Background: an optimization exercise with open tools, aiming at small area, a short achievable clock period and few clock cycles. Do not read the settings as production practice.
Only simulation tests tie the RTL to the original design; equivalence was not proved.
Power and IR drop assume default switching activity.

## multi_term_substring_filter_top
module multi_term_substring_filter_top (
  input  logic        clk_i,
  input  logic        rst_ni,
  input  logic        s_axis_tvalid,
  output logic        s_axis_tready,
  input  logic [7:0]  s_axis_tdata,    
  input  logic [1:0]  s_axis_tuser,    
  output logic        m_axis_tvalid,
  input  logic        m_axis_tready,
  output logic [23:0] m_axis_tdata     
);
  logic                        in_valid_q;
  logic                        in_rec_q, in_end_q, in_clr_q, in_app_sp_q, in_app_ch_q;
  logic [mtsf_pkg::ByteW-1:0]  in_data_q;
  logic                        out_valid_q, out_valid_d;
  logic [1:0]                  out_res_q, out_res_d;
  logic                        skid_valid_q, skid_valid_d;
  logic [1:0]                  skid_res_q, skid_res_d;
  logic [mtsf_pkg::IndexW-1:0] idx_q, idx_d;
  logic                        rdy_d, rdy_q;
  logic                        tvalid_q, tready_q;
  logic [mtsf_pkg::IndexW-1:0] tidx_q;
  logic                        take, push, pop, take_end, take_ch;
  logic [1:0]                  res;
  logic [mtsf_pkg::CharsW-1:0] chars;
  logic [mtsf_pkg::LensW-1:0]  lens;
  logic                        overflow;
  logic                        all_found;
  assign take     = s_axis_tvalid && rdy_q;
  assign take_end = take && (s_axis_tuser == mtsf_pkg::FuncEnd);
  assign take_ch  = take && (s_axis_tuser == mtsf_pkg::FuncAppend) &&
                    (s_axis_tdata != mtsf_pkg::SpaceChar);
  assign push     = in_end_q;
  assign pop      = out_valid_q && m_axis_tready;
  ...
For scale: roughly 2400 flip-flops, ~40 I/O pins, about 100000 µm² of cells after synthesis.
==> flow/config.mk <==
export PLATFORM = sky130hd
export DESIGN_NAME = multi_term_substring_filter_top
export DESIGN_NICKNAME = multi_term_substring_filter_top
export VERILOG_FILES = /design/flow/design.v
export SDC_FILE = /design/flow/constraint.sdc
export NUM_CORES = 4
export LEC_CHECK = 0
export CAP_MARGIN = 20
export CORE_MARGIN = 2
export CORE_UTILIZATION = 65
export CTS_CLUSTER_DIAMETER = 200
export CTS_CLUSTER_SIZE = 28
export SETUP_SLACK_MARGIN = 3.6
export SLEW_MARGIN = 20
==> flow/constraint.sdc <==
create_clock -name core_clock -period 6.0 [get_ports {clk_i}]
set_input_delay 1.2000 -clock core_clock [delete_from_list [all_inputs] [get_ports {clk_i}]]
set_output_delay 1.2000 -clock core_clock [all_outputs]
set_load 0.01 [all_outputs]
run.sh (not shown) runs the stock make flow with config.mk's settings and CLKGATE_MAP_FILE= SYNTH_SCRIPT=/design/flow/synth_recipe.tcl, a recipe that flattens the netlist after the stock synthesis.
Testbench counts at the start, summed over its fixed seeds: cycles 52,612.
==> next run, changes <==
- CORE_UTILIZATION: 65 -> 70
- CTS_CLUSTER_DIAMETER: 200 -> 175
- CTS_CLUSTER_SIZE: 28 -> 24
Hold slack got worse by 0.0044 ns.
Die area went down by 7.1%.
Synthesized area is unchanged.
Worst setup slack gets worse by 0.014 ns.
First-iteration DRC count went up by about 5%.
Combinational power barely changes.
==> next run, changes <==
- CORE_UTILIZATION: 70 -> 65
- CTS_CLUSTER_DIAMETER: 175 -> 150
- CTS_CLUSTER_SIZE: 24 -> 20
Result: Clock power climbs by 14%; clock skew went down by 0.0056 ns; clock-buffer cell count came out higher by 30; global-route usage goes down by 1.3 points; routed wire length went up by 2.0%; worst hold slack got worse by 0.020 ns; via count stays flat; setup slack gets better by 0.024 ns; first-iteration DRC count goes down by 5.1%; cell count increases by 2.2%; sequential cell count stays the same.

---

The RTL this note starts from:
==> flow/design.v <==
package mtsf_pkg;
  localparam int MaxTerms   = 8;
  localparam int MaxTermLen = 32;
  localparam int LenW     = $clog2(MaxTermLen + 1);
  localparam int TermIdxW = $clog2(MaxTerms);
  localparam int ByteW   = 8;
  localparam int IndexW  = 16;
  localparam logic [ByteW-1:0] SpaceChar = 8'h20;
  localparam logic [1:0] FuncClear  = 2'd0;
  localparam logic [1:0] FuncAppend = 2'd1;
  localparam logic [1:0] FuncRecord = 2'd2;
  localparam logic [1:0] FuncEnd    = 2'd3;
  localparam int CharsW = MaxTerms * MaxTermLen * ByteW;
  localparam int LensW  = MaxTerms * LenW;
endpackage
module mtsf_query (
  input  logic                          clk_i,
  input  logic                          rst_ni,
  input  logic                          valid_i,
  input  logic [1:0]                    func_i,
  input  logic [7:0]                    data_i,
  output logic [mtsf_pkg::CharsW-1:0]   chars_o,
  output logic [mtsf_pkg::LensW-1:0]    lens_o,
  output logic                          overflow_o
);
  localparam int ByteW = mtsf_pkg::ByteW;
  localparam int LenW  = mtsf_pkg::LenW;
  localparam int TL    = mtsf_pkg::MaxTermLen;
  logic [mtsf_pkg::CharsW-1:0]   chars_q;
  logic [mtsf_pkg::LensW-1:0]    lens_q;
  logic [mtsf_pkg::TermIdxW-1:0] cur_q;
  logic                          ovf_q;
  logic                          drop_q;
  logic                          clr, app, space, last_term, cur_full;
  logic [mtsf_pkg::MaxTerms-1:0] full;
  assign clr       = valid_i && (func_i == mtsf_pkg::FuncClear);
  assign app       = valid_i && (func_i == mtsf_pkg::FuncAppend);
  assign space     = (data_i == mtsf_pkg::SpaceChar);
  assign last_term = (cur_q == mtsf_pkg::TermIdxW'(mtsf_pkg::MaxTerms - 1));
  assign cur_full  = full[cur_q];
  always_ff @(posedge clk_i or negedge rst_ni) begin
    if (!rst_ni) begin
      cur_q  <= '0;
      ovf_q  <= 1'b0;
      drop_q <= 1'b0;
    end else if (clr) begin
      cur_q  <= '0;
      ovf_q  <= 1'b0;
      drop_q <= 1'b0;
    end else if (app) begin
      if (space) begin
        if (drop_q || last_term) begin
          drop_q <= 1'b1;
          ovf_q  <= 1'b1;
        end else begin
          cur_q <= cur_q + mtsf_pkg::TermIdxW'(1);
        end
      end else if (drop_q || cur_full) begin
        ovf_q <= 1'b1;
      end
    end
  end
  for (genvar t = 0; t < mtsf_pkg::MaxTerms; t++) begin : g_term
    logic shift;
    assign full[t] = lens_q[t*LenW + LenW - 1];
    assign shift   = app && !space && !drop_q && !full[t] &&
                     (cur_q == mtsf_pkg::TermIdxW'(t));
    always_ff @(posedge clk_i or negedge rst_ni) begin
      if (!rst_ni) begin
        lens_q[t*LenW +: LenW] <= '0;
      end else if (clr) begin
        lens_q[t*LenW +: LenW] <= '0;
      end else if (shift) begin
        lens_q[t*LenW +: LenW] <= lens_q[t*LenW +: LenW] + LenW'(1);
      end
    end
    always_ff @(posedge clk_i) begin
      if (shift) begin
        chars_q[t*TL*ByteW +: TL*ByteW] <=
          {chars_q[t*TL*ByteW +: (TL-1)*ByteW], data_i};
      end
    end
  end
  assign chars_o    = chars_q;
  assign lens_o     = lens_q;
  assign overflow_o = ovf_q;
endmodule
module mtsf_match (
  input  logic                          clk_i,
  input  logic                          valid_i,
  input  logic [1:0]                    func_i,
  input  logic [7:0]                    data_i,
  input  logic [mtsf_pkg::CharsW-1:0]   chars_i,
  input  logic [mtsf_pkg::LensW-1:0]    lens_i,
  output logic                          all_found_o
);
  localparam int ByteW = mtsf_pkg::ByteW;
  localparam int LenW  = mtsf_pkg::LenW;
  localparam int TL    = mtsf_pkg::MaxTermLen;
  logic                          rec;
  logic [mtsf_pkg::MaxTerms-1:0] term_ok;
  assign rec = (func_i == mtsf_pkg::FuncRecord);
  for (genvar t = 0; t < mtsf_pkg::MaxTerms; t++) begin : g_term
    logic [TL-1:0]   cmask, start, pm_q, pm_d;
    logic [TL:0]     pm_up;
    logic            seen_q;
    logic [LenW-1:0] len;
    assign len = lens_i[t*LenW +: LenW];
    for (genvar p = 0; p < TL; p++) begin : g_pos
      assign cmask[p] = (chars_i[(t*TL+p)*ByteW +: ByteW] == data_i);
      assign start[p] = (len <= LenW'(p + 1));
    end
    assign pm_up = {1'b1, pm_q};
    always_ff @(posedge clk_i) begin
      if (valid_i) begin
        if (rec) begin
          pm_q   <= (pm_up[TL:1] | start) & cmask;
          seen_q <= seen_q | pm_q[0];
        end else begin
          pm_q   <= '0;
          seen_q <= 1'b0;
        end
      end
    end
    assign term_ok[t] = seen_q || pm_q[0] || (len == '0);
  end
  assign all_found_o = &term_ok;
endmodule
module multi_term_substring_filter_top (
  input  logic        clk_i,
  input  logic        rst_ni,
  input  logic        s_axis_tvalid,
  output logic        s_axis_tready,
  input  logic [7:0]  s_axis_tdata,    
  input  logic [1:0]  s_axis_tuser,    
  output logic        m_axis_tvalid,
  input  logic        m_axis_tready,
  output logic [23:0] m_axis_tdata     
);
  logic                        rdy_q;
  logic                        in_valid_q;
  logic [1:0]                  in_func_q;
  logic [mtsf_pkg::ByteW-1:0]  in_data_q;
  logic                        out_valid_q, out_valid_d;
  logic [1:0]                  out_res_q, out_res_d;
  logic                        skid_valid_q, skid_valid_d;
  logic [1:0]                  skid_res_q, skid_res_d;
  logic [mtsf_pkg::IndexW-1:0] idx_q;
  logic                        take, push, pop, take_end;
  logic [1:0]                  res;
  logic [mtsf_pkg::CharsW-1:0] chars;
  logic [mtsf_pkg::LensW-1:0]  lens;
  logic                        overflow;
  logic                        all_found;
  assign take     = s_axis_tvalid && rdy_q;
  assign take_end = take && (s_axis_tuser == mtsf_pkg::FuncEnd);
  assign push     = in_valid_q && (in_func_q == mtsf_pkg::FuncEnd);
  assign pop      = out_valid_q && m_axis_tready;
  assign res      = {overflow, all_found};
  always_comb begin
    out_valid_d  = out_valid_q;
    out_res_d    = out_res_q;
    skid_valid_d = skid_valid_q;
    skid_res_d   = skid_res_q;
    if (pop) begin
      out_valid_d  = skid_valid_q;
      out_res_d    = skid_res_q;
      skid_valid_d = 1'b0;
    end
    if (push) begin
      if (!out_valid_d) begin
        out_valid_d = 1'b1;
        out_res_d   = res;
      end else begin
        skid_valid_d = 1'b1;
        skid_res_d   = res;
      end
    end
  end
  always_ff @(posedge clk_i or negedge rst_ni) begin
    if (!rst_ni) begin
      rdy_q        <= 1'b1;
      in_valid_q   <= 1'b0;
      out_valid_q  <= 1'b0;
      skid_valid_q <= 1'b0;
      idx_q        <= '0;
    end else begin
      rdy_q        <= !out_valid_d || (!skid_valid_d && !take_end);
      in_valid_q   <= take;
      out_valid_q  <= out_valid_d;
      skid_valid_q <= skid_valid_d;
      if (pop) begin
        idx_q <= idx_q + mtsf_pkg::IndexW'(1);
      end
    end
  end
  always_ff @(posedge clk_i) begin
    in_func_q  <= s_axis_tuser;
    in_data_q  <= s_axis_tdata;
    out_res_q  <= out_res_d;
    skid_res_q <= skid_res_d;
  end
  mtsf_query u_query (
    .clk_i      (clk_i),
    .rst_ni     (rst_ni),
    .valid_i    (in_valid_q),
    .func_i     (in_func_q),
    .data_i     (in_data_q),
    .chars_o    (chars),
    .lens_o     (lens),
    .overflow_o (overflow)
  );
  mtsf_match u_match (
    .clk_i       (clk_i),
    .valid_i     (in_valid_q),
    .func_i      (in_func_q),
    .data_i      (in_data_q),
    .chars_i     (chars),
    .lens_i      (lens),
    .all_found_o (all_found)
  );
  assign s_axis_tready = rdy_q;
  assign m_axis_tvalid = out_valid_q;
  assign m_axis_tdata  = {6'd0, out_res_q, idx_q};
endmodule
==> flow/config.mk <==
export PLATFORM = sky130hd
export DESIGN_NAME = multi_term_substring_filter_top
export DESIGN_NICKNAME = multi_term_substring_filter_top
export VERILOG_FILES = /design/flow/design.v
export SDC_FILE = /design/flow/constraint.sdc
export NUM_CORES = 4
export LEC_CHECK = 0
export CAP_MARGIN = 20
export CORE_MARGIN = 2
export CORE_UTILIZATION = 40
export SLEW_MARGIN = 20
==> flow/constraint.sdc <==
create_clock -name core_clock -period 6.0 [get_ports {clk_i}]
set_input_delay 1.2000 -clock core_clock [delete_from_list [all_inputs] [get_ports {clk_i}]]
set_output_delay 1.2000 -clock core_clock [all_outputs]
set_load 0.01 [all_outputs]
The baseline finished clean.
Testbench counts at the start, summed over its fixed seeds: cycles 52,612.
Change:
--- a/flow/config.mk
+++ b/flow/config.mk
@@ -10 +10,2 @@
-export CORE_UTILIZATION = 40
+export CORE_UTILIZATION = 55
+export SETUP_SLACK_MARGIN = 3.4
Outcome: Via count went up by 2.0%. Area after synthesis stays the same. Register-to-register slack gets better by 1200 ps.

-- re-timing with driven ports --
How much do the figures lean on ideal ports? The routed layouts below were timed once more, with nothing changed but the port constraints. Step 1 sets driving cells, clkbuf_16 on the clock port and buf_2 on the other inputs (assumed; they add their load-dependent delay and slew). Step 2 moves the port delays by t, midway between the first and last clock arrival at a register: inputs arrive t later, outputs are due t later. That takes back most of the time a late clock gives input paths. Three values: ideal ports, drivers, drivers and shift; two values: the first two.
run | t, ns | setup WS [ns] | slew at the worst register clock pin (ns) | worst data-port slew with drivers (ns)
the first run of note 1 | 0.813 | 3.571 / 3.535 / 2.782 | 0.12 / 0.12 | 0.10
the second run of note 1 | 0.820 | 3.557 / 3.482 / 2.895 | 0.11 / 0.11 | 0.04
the third run of note 1 | 0.858 | 3.582 / 3.502 / 2.805 | 0.09 / 0.09 | 0.11
the first run of note 2 | 0.957 | 2.282 / 2.282 / 2.282 | 0.07 / 0.07 | 0.04
the second run of note 2 | 0.947 | 3.300 / 3.216 / 2.798 | 0.07 / 0.07 | 0.11
After both steps setup and hold are still met in every run listed. The setup slack of the first run of note 1, which loses most, moves by -0.036 ns with the drivers and by -0.789 ns with both steps.
